Context: an optimization exercise on an open-source flow, tuned for small area and a short achievable clock period. The choices shown serve that exercise and are no tape-out recipe.
Only simulation tests tie the RTL to the original design; equivalence was not proved.
Power and IR drop assume default switching activity.

Design noc_router, start of the top module:
module noc_router (
    input  logic          clk,
    input  logic          reset,
    output logic          polarity,
    input  logic [324:0]  in_link,     
    output logic [4:0]    in_ready,
    output logic [324:0]  out_link,
    input  logic [4:0]    out_ready
);
Size: roughly 3,300 cells after synthesis, roughly 1,300 flip-flops, about 660 I/O pins.
==> module noc_input_bank, before the edit <==
module noc_input_bank (
    input  logic          clk,
    input  logic          reset,
    input  logic [324:0]  in_link,
    output logic [4:0]    in_ready,
    input  logic [4:0]    granted,     
    output logic [319:0]  head_pkt,    
    output logic [24:0]   req          
);
    logic [4:0]        full_x;     
    logic [4:0]        full_y;     
    logic [4:0]        empty_x;    
    logic [4:0][63:0]  pkt_x;
    logic [4:0][63:0]  pkt_y;
    logic [4:0]        xnz_x, ynz_x;    
    logic [4:0]        xnz_y, ynz_y;    
    always_ff @(posedge clk) begin
        if (reset) begin
            full_x  <= '0;
            empty_x <= '1;
            full_y  <= '0;
        end else begin
            for (int i = 0; i < 5; i++) begin
                full_x[i]  <= full_y[i] & ~granted[i];
                empty_x[i] <= ~full_y[i] | granted[i];
                full_y[i] <= full_x[i] | in_link[65*i + 64];
            end
        end
    end
    always_ff @(posedge clk) begin
        for (int i = 0; i < 5; i++) begin
            pkt_x[i] <= pkt_y[i];
            xnz_x[i] <= xnz_y[i];
            ynz_x[i] <= ynz_y[i];
            pkt_y[i] <= ({64{full_x[i]}} & pkt_x[i]) | ({64{empty_x[i]}} & in_link[65*i +: 64]);
            xnz_y[i] <= (full_x[i] & xnz_x[i]) | (empty_x[i] & (in_link[65*i + 52 +: 4] != 4'd0));
            ynz_y[i] <= (full_x[i] & ynz_x[i]) | (empty_x[i] & (in_link[65*i + 48 +: 4] != 4'd0));
        end
    end
    always_comb begin
        logic [4:0] r;
        req = '0;
        for (int i = 0; i < 5; i++) begin
            in_ready[i]        = empty_x[i];
            head_pkt[64*i +: 64] = pkt_y[i];
            r = router_pkg::route_onehot(xnz_y[i], ynz_y[i], head_pkt[64*i + 62], head_pkt[64*i + 61]) & {5{full_y[i]}};
            for (int o = 0; o < 5; o++)
                req[5*o + i] = r[o];
        end
    end
endmodule
export LEC_CHECK = 0
export CAP_MARGIN = 10
export CORE_MARGIN = 2
export CORE_UTILIZATION = 55
export CTS_BUF_LIST = sky130_fd_sc_hd__clkbuf_16
export CTS_CLUSTER_DIAMETER = 80
export CTS_CLUSTER_SIZE = 25
export PLACE_DENSITY = 0.7
export SLEW_MARGIN = 10
create_clock -name core_clock -period 10.0 [get_ports {clk}]
standard.sh (not shown) runs the stock make flow with config.mk's settings and CLKGATE_MAP_FILE= SYNTH_SCRIPT=/design/flow/synth_recipe.tcl, a recipe that flattens the netlist after the stock synthesis.
==> flow/flow/run.sh <==
#!/bin/bash
# Own layout flow: the standard flow, with
#  - the standard flow's synthesis script, but an area-oriented ABC mapping script
#  - small buffers on the ports instead of the clkdlybuf4s50 cells that
#    buffer_ports picks by default
#  - timing repair aiming well past the 10 ns target
# Each tool's output goes to a log file in the work folder.
set -euo pipefail
WORK=$(pwd)
export FLOW_FLOW_DIR=$WORK/flow
{ head -n 1 synth_recipe.tcl; cat flow/abc_override.tcl; tail -n +2 synth_recipe.tcl; } > own_synth.tcl
export BUFFER_PORTS_ARGS="-buffer_cell sky130_fd_sc_hd__buf_1"
# The clock target is 10 ns, so without a margin timing repair never runs;
# ask it to aim for a shorter achieved period
export SETUP_SLACK_MARGIN=5.7
bash standard.sh SYNTH_SCRIPT=$WORK/own_synth.tcl finish > standard_flow.log 2>&1
==> flow/flow/abc_override.tcl <==
# Map with an area-oriented ABC script instead of ORFS's; everything else in
# the synthesis is the standard one
proc abc {args} {
  set i [lsearch -exact $args -script]
  if { $i >= 0 } {
    lset args [expr {$i + 1}] $::env(FLOW_FLOW_DIR)/area.abc
  }
  yosys abc {*}$args
}
==> flow/flow/area.abc <==
&get -n
&st
&dch -f
&nf -a -R 1000
&put
The baseline completed with no timing, DRC or antenna violations.
Edit:
--- a/flow/design.v
+++ b/flow/design.v
@@ -111,7 +111,7 @@
         for (int i = 0; i < 5; i++) begin
             in_ready[i]        = empty_x[i];
             head_pkt[64*i +: 64] = pkt_y[i];
-            r = router_pkg::route_onehot(xnz_y[i], ynz_y[i], head_pkt[64*i + 62], head_pkt[64*i + 61]) & {5{full_y[i]}};
+            r = router_pkg::route_onehot(xnz_y[i], ynz_y[i], pkt_y[i][62], pkt_y[i][61]) & {5{full_y[i]}};
             for (int o = 0; o < 5; o++)
                 req[5*o + i] = r[o];
         end
Effect:
- final area stays the same
- power stays the same
- count of clock-buffer cells in the layout stays the same
- fmax stays the same
- area after synthesis is unchanged
- routed wire length does not change
- setup slack is unchanged
- utilization stays the same
- combinational power stays flat
- global-route usage is unchanged
- die area stays the same
- first-iteration DRC count stays the same
- critical path depth stays the same
- sequential share of layout area does not change

[port drivers added, routing unchanged]
The results above use ideal ports. As a check the final layouts listed here were re-extracted and re-timed, cells and wires unchanged. Step 1 assumes that a clkbuf_16 drives the clock port and a buf_2 every other input. Step 2 also shifts input and output timing later by t, the mid clock arrival at the registers, as if the neighbouring blocks saw the same clock. Slacks: ideal / step 1 / step 2; pairs: ideal / step 1.
| run | t, ns | setup slack, ns | worst data-port slew with drivers (ns) | pins driven straight from the clock port |
|---|---|---|---|---|
| the first run | 0.733 | 5.645 / 5.603 / 5.603 | 0.18 | 1 |
| the second run | 0.733 | 5.645 / 5.603 / 5.603 | 0.18 | 1 |
After both steps every run listed still meets setup and hold.
